This design comes from an exercise in tuning for small area, a short achievable clock period and few clock cycles per item on the open sky130 flow, not from production work.
Where RTL was checked, it was by simulation tests only, not by an equivalence proof against the original.

==> trial 58 <==
## pipelined_floating_point_multiplier
module pipelined_floating_point_multiplier #(
  parameter int unsigned EXPONENT_WIDTH   = 8,
  parameter int unsigned MANTISSA_WIDTH   = 23,
  parameter int unsigned ROUND_TO_NEAREST = 1
) (
  input  logic        clk,
  input  logic        rst,
  input  logic        in_valid,
  output logic        in_ready,
  input  logic [31:0] a,
  input  logic [31:0] b,
  output logic        out_valid,
  input  logic        out_ready,
  output logic [31:0] out,
  output logic        underflow_flag,
  output logic        overflow_flag,
  output logic        invalid_operation_flag
);
  logic en;
  logic r2_v;
  fpm_rdy u_rdy_port (.v(r2_v), .ordy(out_ready), .rdy(in_ready));
  fpm_rdy u_rdy_en   (.v(r2_v), .ordy(out_ready), .rdy(en));
  logic        a_s, b_s;
  logic [7:0]  a_e, b_e;
  logic [22:0] a_m, b_m;
  assign {a_s, a_e, a_m} = a;
  assign {b_s, b_e, b_m} = b;
  logic a_e1, b_e1, a_ez, b_ez;
  assign a_e1 = &a_e;
  assign b_e1 = &b_e;
  assign a_ez = ~|a_e;
  assign b_ez = ~|b_e;
  logic [25:0] yy;
  logic [11:0] c_bone, c_btwo, c_bneg;
  assign yy = {1'b1, b_m, 1'b0};
  always_comb begin
    for (int k = 0; k < 12; k++) begin
      c_bone[k] = yy[2*k+1] ^ yy[2*k];
      c_btwo[k] = (yy[2*k+2] & ~yy[2*k+1] & ~yy[2*k]) | (~yy[2*k+2] & yy[2*k+1] & yy[2*k]);
      c_bneg[k] = yy[2*k+2];
    end
  end
  logic        r0_v;
  logic        r0_s;
  ...
clock: 9.0 ns
lec_check: 0
cap_margin: 20
core_margin: 2
core_utilization: 40
setup_slack_margin: 4.95
slew_margin: 20
synth_hierarchical: 1
standard.sh (not shown) runs the stock make flow with config.mk's settings and CLKGATE_MAP_FILE= SYNTH_SCRIPT=/design/flow/synth_recipe.tcl, a recipe that flattens the netlist after the stock synthesis.
==> flow/flow/run.sh <==
#!/bin/bash
# The standard layout with two changes: the port buffers are buf_1
# cells, and ABC maps the logic with flow/abc_map.script (one delay-driven
# mapping pass with area recovery) instead of ORFS's speed script. The rest
# of the standard flow's synthesis script (synth_recipe.tcl) runs unchanged. The make
# output goes to standard.log; ORFS keeps each step's log under orfs/logs.
set -euo pipefail
here=$(pwd)
export BUFFER_PORTS_ARGS="-buffer_cell sky130_fd_sc_hd__buf_1"
export FLOW_SYNTH_TCL="$here/synth_recipe.tcl"
export MY_ABC_SCRIPT="$here/flow/abc_map.script"
sed "s|SYNTH_SCRIPT=[^ ]*|SYNTH_SCRIPT=$here/flow/synth_wrap.tcl|" standard.sh > standard_abc.sh
bash standard_abc.sh > standard.log 2>&1
==> flow/flow/abc_map.script <==
&get -n
&st
&dch
&nf
&st
&dch
&nf
&put
buffer -c
topo
stime -c
upsize -c
dnsize -c
==> flow/flow/synth_wrap.tcl <==
# synth_recipe.tcl with one change: every abc call uses the script named by
# MY_ABC_SCRIPT in place of the one ORFS picks.
proc abc {args} {
  set i [lsearch -exact $args -script]
  if {$i >= 0 && [info exists ::env(MY_ABC_SCRIPT)]} {
    lset args [expr {$i + 1}] $::env(MY_ABC_SCRIPT)
    puts "synth_wrap: abc runs $::env(MY_ABC_SCRIPT)"
  }
  yosys abc {*}$args
}
source $::env(FLOW_SYNTH_TCL)
==> trial 48 (differences from trial 58) <==
--- a/flow/design.v
+++ b/flow/design.v
@@ -28,26 +28,16 @@
   logic a_e1, b_e1, a_ez, b_ez;
   assign a_e1 = &a_e;
   assign b_e1 = &b_e;
   assign a_ez = ~|a_e;
   assign b_ez = ~|b_e;
-  logic [25:0] yy;
-  logic [11:0] c_bone, c_btwo, c_bneg;
-  assign yy = {1'b1, b_m, 1'b0};
-  always_comb begin
-    for (int k = 0; k < 12; k++) begin
-      c_bone[k] = yy[2*k+1] ^ yy[2*k];
-      c_btwo[k] = (yy[2*k+2] & ~yy[2*k+1] & ~yy[2*k]) | (~yy[2*k+2] & yy[2*k+1] & yy[2*k]);
-      c_bneg[k] = yy[2*k+2];
-    end
-  end
   logic        r0_v;
   logic        r0_s;
   logic        r0_a_e1, r0_a_ez, r0_b_e1, r0_b_ez;
   logic [8:0]  r0_es;
   logic [22:0] r0_ma;
-  logic [11:0] r0_bone, r0_btwo, r0_bneg;
+  logic [22:0] r0_mb;
   always_ff @(posedge clk or posedge rst) begin
     if (rst)     r0_v <= 1'b0;
     else if (en) r0_v <= in_valid;
   end
   always_ff @(posedge clk) begin
@@ -57,26 +47,21 @@
       r0_a_ez <= a_ez;
       r0_b_e1 <= b_e1;
       r0_b_ez <= b_ez;
       r0_es   <= {1'b0, a_e} + {1'b0, b_e};
       r0_ma   <= a_m;
-      r0_bone <= c_bone;
-      r0_btwo <= c_btwo;
-      r0_bneg <= c_bneg;
+      r0_mb   <= b_m;
     end
   end
   logic [47:15] ps, pc;
   logic         pcin;
-  fpm_sigmul u_mul (.x(r0_ma), .bone(r0_bone), .btwo(r0_btwo), .bneg(r0_bneg),
+  logic [11:0] bone, btwo, bneg;
+  fpm_benc   u_benc (.y(r0_mb), .bone(bone), .btwo(btwo), .bneg(bneg));
+  fpm_sigmul u_mul (.x(r0_ma), .bone(bone), .btwo(btwo), .bneg(bneg),
                     .s(ps), .c(pc), .cin(pcin));
   logic [22:0] ym;
-  always_comb begin
-    for (int k = 0; k < 12; k++) begin
-      if (2*k+1 <= 22) ym[2*k+1] = r0_bneg[k];
-      ym[2*k] = r0_bone[k] ^ ((k == 0) ? 1'b0 : r0_bneg[(k == 0) ? 0 : k-1]);
-    end
-  end
+  assign ym = r0_mb;
   logic [23:0] za, zb;
   logic        z22, z23;
   always_comb begin
     for (int i = 0; i < 24; i++) begin
       za[i] = ~|({1'b0, r0_ma} & ((24'd1 << i) - 24'd1));
@@ -215,10 +200,24 @@
   assign underflow_flag         = r2_uf;
   assign overflow_flag          = r2_of;
   assign invalid_operation_flag = r2_inv;
   assign out_valid = r2_v;
 endmodule
+module fpm_benc (
+  input  logic [22:0] y,
+  output logic [11:0] bone, btwo, bneg
+);
+  logic [25:0] yy;
+  assign yy = {1'b1, y, 1'b0};
+  always_comb begin
+    for (int k = 0; k < 12; k++) begin
+      bone[k] = yy[2*k+1] ^ yy[2*k];
+      btwo[k] = (yy[2*k+2] & ~yy[2*k+1] & ~yy[2*k]) | (~yy[2*k+2] & yy[2*k+1] & yy[2*k]);
+      bneg[k] = yy[2*k+2];
+    end
+  end
+endmodule
 module fpm_rdy (
   input  logic v,
   input  logic ordy,
   output logic rdy
 );
==> flow/flow/run.sh (replaced) <==
#!/bin/bash
# Standard layout, with the port buffers as buf_1 cells instead of the
# default choice. Each tool's output goes to a log file in this folder.
set -e

export BUFFER_PORTS_ARGS="-buffer_cell sky130_fd_sc_hd__buf_1"
bash standard.sh > standard.log 2>&1
removed: flow/flow/abc_map.script
removed: flow/flow/synth_wrap.tcl
==> trial 9 (differences from trial 58) <==
--- a/flow/design.v
+++ b/flow/design.v
@@ -62,11 +62,11 @@
       r0_bone <= c_bone;
       r0_btwo <= c_btwo;
       r0_bneg <= c_bneg;
     end
   end
-  logic [47:15] ps, pc;
+  logic [47:17] ps, pc;
   logic         pcin;
   fpm_sigmul u_mul (.x(r0_ma), .bone(r0_bone), .btwo(r0_btwo), .bneg(r0_bneg),
                     .s(ps), .c(pc), .cin(pcin));
   logic [22:0] ym;
   always_comb begin
@@ -111,13 +111,16 @@
       c_inf = 1'b1;
     end else if (r0_a_ez || r0_b_ez) begin
       c_zero = 1'b1;
     end
   end
+  logic signed [9:0] e1;
+  assign e1 = {1'b0, r0_es} - 10'd127;
   logic        r1_s, r1_nan, r1_inf, r1_zero, r1_inv;
-  logic [8:0]  r1_es;
-  logic [47:15] r1_ps, r1_pc;
+  logic [7:0]  r1_e;
+  logic        r1_uf0, r1_uf1, r1_of0, r1_of1, r1_m0, r1_m1;
+  logic [47:17] r1_ps, r1_pc;
   logic         r1_cin;
   logic        r1_st0, r1_st1;
   logic        r1_v;
   always_ff @(posedge clk or posedge rst) begin
     if (rst)     r1_v <= 1'b0;
@@ -128,54 +131,49 @@
       r1_s    <= r0_s;
       r1_nan  <= c_nan;
       r1_inf  <= c_inf;
       r1_zero <= c_zero;
       r1_inv  <= c_inv;
-      r1_es   <= r0_es;
+      r1_e    <= e1[7:0];
+      r1_uf0  <= e1 < 10'sd1;       
+      r1_uf1  <= e1 < 10'sd0;       
+      r1_of0  <= e1 >= 10'sd255;    
+      r1_of1  <= e1 >= 10'sd254;    
+      r1_m0   <= e1 == 10'sd254;    
+      r1_m1   <= e1 == 10'sd253;    
       r1_ps   <= ps;
       r1_pc   <= pc;
       r1_cin  <= pcin;
       r1_st0  <= !z22;              
       r1_st1  <= !z23;              
     end
   end
-  logic [47:15] r1_p;
-  assign r1_p = r1_ps + r1_pc + 33'(r1_cin);
+  logic [47:17] r1_p;
+  assign r1_p = r1_ps + r1_pc + 31'(r1_cin);
   logic        hi;
   logic [22:0] man_h, man_l;
   logic        rnd_h, rnd_l;
   logic [23:0] mr_h, mr_l;
   logic [22:0] man_r;
   logic        cy;
   logic        uf, of;
   logic [7:0]  e_p1, e_p2, e_out;
-  logic [7:0]  e_0;
-  logic        uf0, uf1, of0, of1, m0, m1;
-  always_comb begin
-    e_0 = r1_es[7:0] + 8'd129;       
-    uf0 = r1_es < 9'd128;            
-    uf1 = r1_es < 9'd127;            
-    of0 = r1_es >= 9'd382;           
-    of1 = r1_es >= 9'd381;           
-    m0  = r1_es == 9'd381;           
-    m1  = r1_es == 9'd380;           
-  end
   always_comb begin
     hi    = r1_p[47];
     man_h = r1_p[46:24];
     man_l = r1_p[45:23];
     rnd_h = r1_p[23] && (r1_st1 || man_h[0]);
     rnd_l = r1_p[22] && (r1_st0 || man_l[0]);
     mr_h  = {1'b0, man_h} + 24'(rnd_h);
     mr_l  = {1'b0, man_l} + 24'(rnd_l);
     man_r = hi ? mr_h[22:0] : mr_l[22:0];
     cy    = hi ? mr_h[23] : mr_l[23];
-    uf    = hi ? uf1 : uf0;
-    of    = hi ? (of1 || (m1 && mr_h[23])) : (of0 || (m0 && mr_l[23]));
-    e_p1  = r1_es[7:0] + 8'd130;
-    e_p2  = r1_es[7:0] + 8'd131;
-    e_out = (hi && cy) ? e_p2 : (hi || cy) ? e_p1 : e_0;
+    uf    = hi ? r1_uf1 : r1_uf0;
+    of    = hi ? (r1_of1 || (r1_m1 && mr_h[23])) : (r1_of0 || (r1_m0 && mr_l[23]));
+    e_p1  = r1_e + 8'd1;
+    e_p2  = r1_e + 8'd2;
+    e_out = (hi && cy) ? e_p2 : (hi || cy) ? e_p1 : r1_e;
   end
   logic [31:0] o_d;
   logic        uf_d, of_d, inv_d;
   always_comb begin
     o_d   = {r1_s, e_out, man_r};
@@ -225,11 +223,11 @@
   assign rdy = !(v && !ordy);
 endmodule
 module fpm_sigmul (
   input  logic [22:0] x,
   input  logic [11:0] bone, btwo, bneg,
-  output logic [47:15] s, c,
+  output logic [47:17] s, c,
   output logic cin
 );
   logic [23:0] xx;
   assign xx = {1'b1, x};
   logic [24:0] pp0;
@@ -849,17 +847,17 @@
   wire s589, c590;
   fpm_fa u_s589 (.a(s499), .b(pp11[24]), .ci(c498), .s(s589), .co(c590));
   wire s591, c592;
   fpm_fa u_s591 (.a(1'b1), .b(c500), .ci(~bneg[11]), .s(s591), .co(c592));
   logic [47:0] r0, r1;
-  logic [15:0] lsum;
+  logic [17:0] lsum;
   assign r0 = {c590, c588, c586, c584, c582, c580, c578, c576, c574, c572, c570, c568, c566, c564, c562, c560, c558, c556, c554, c552, c550, c548, c546, c544, c542, c540, c538, c536, c534, c532, c530, c528, c526, c524, c522, c520, c518, c516, c514, c512, c510, c508, c506, c504, c502, s501, pp0[1], bneg[0]};
   assign r1 = {s591, s589, s587, s585, s583, s581, s579, s577, s575, s573, s571, s569, s567, s565, s563, s561, s559, s557, s555, s553, s551, s549, s547, s545, s543, s541, s539, s537, s535, s533, s531, s529, s527, s525, s523, s521, s519, s517, s515, s513, s511, s509, s507, s505, s503, pp1[0], 1'b0, pp0[0]};
-  assign lsum = {1'b0, r0[14:0]} + {1'b0, r1[14:0]};
-  assign cin = lsum[15];
-  assign s = r0[47:15];
-  assign c = r1[47:15];
+  assign lsum = {1'b0, r0[16:0]} + {1'b0, r1[16:0]};
+  assign cin = lsum[17];
+  assign s = r0[47:17];
+  assign c = r1[47:17];
 endmodule
 module fpm_fa (
   input  logic a, b, ci,
   output logic s, co
 );
==> flow/flow/run.sh (replaced) <==
#!/bin/bash
# Standard layout, with the port buffers as buf_2 cells instead of the
# default choice. Each tool's output goes to a log file in this folder.
set -e

export BUFFER_PORTS_ARGS="-buffer_cell sky130_fd_sc_hd__buf_2"
bash standard.sh > standard.log 2>&1
Settings changed: CTS_BUF_LIST set to sky130_fd_sc_hd__clkbuf_8 sky130_fd_sc_hd__clkbuf_16, SETUP_SLACK_MARGIN 4.95 to 4.8.
removed: flow/flow/abc_map.script
removed: flow/flow/synth_wrap.tcl
==> summary.md <==
| Metric | Value |
|---|---|
| Status | complete, no violations |
| End of the critical path | r1_pc[25]$_DFFE_PP_ |
| Main area contributors after synthesis | edfxtp_1 (24%), fa_1 (24%), xnor2_1 (12%) |
| Antenna violations before repair | 0 |
| Post-CTS resize count | around 280 |
| Max stage delay cell, worst path | fa_2 |
| Die Y-Extent | 241 um |
-- figures above: trial 48

==> summary.md <==
| Metric | Value |
|---|---|
| Die Y-Extent | between 200 and 250 um |
| Post-CTS resize count | 20 |
| Max stage delay cell, worst path | fa_1 |
| Main area contributors after synthesis | edfxtp_1 (25%), fa_1 (23%), xnor2_1 (13%) |
| Status | complete, no violations |
| Antenna violations before repair | 1 |
-- figures above: trial 9

==> summary.md <==
| Metric | Value |
|---|---|
| Status | complete, no violations |
| End of the critical path | r2_o[9]$_SDFFCE_PP0P_ |
| Post-CTS resize count | 109 |
| Antenna violations before repair | 0 |
| Main area contributors after synthesis | edfxtp_1 (26%), fa_1 (24%), xnor2_1 (13%) |
-- figures above: trial 58

Testbench counts of trial 58, summed over its fixed seeds: cycles 12,024, items 12,000.
Only the layout flow was run in trial 48 and trial 9; the RTL was not checked for function there.

[what the ideal ports hide]
The results above use ideal ports. As a check the final layouts listed here were re-extracted and re-timed, cells and wires unchanged.
Step 1 assumes that a clkbuf_16 drives the clock port and a buf_2 every other input.
Step 2 adds t to the input delays and takes it off the output delays; t is the mean of the earliest and latest rising clock arrival at the registers after step 1. Input paths then give back, and output paths get back, about the clock's delay inside the block.
a / b / c = no drivers / after step 1 / after step 2; a / b = the first two.
run	t (ns)	slack for setup (ns)	pins driven straight from the clock port
trial 58	0.554	4.767 / 4.767 / 4.767	1
trial 48	0.551	4.698 / 4.698 / 4.698	1
trial 9	0.555	4.857 / 4.857 / 4.857	1
After both steps every run listed still meets setup and hold.
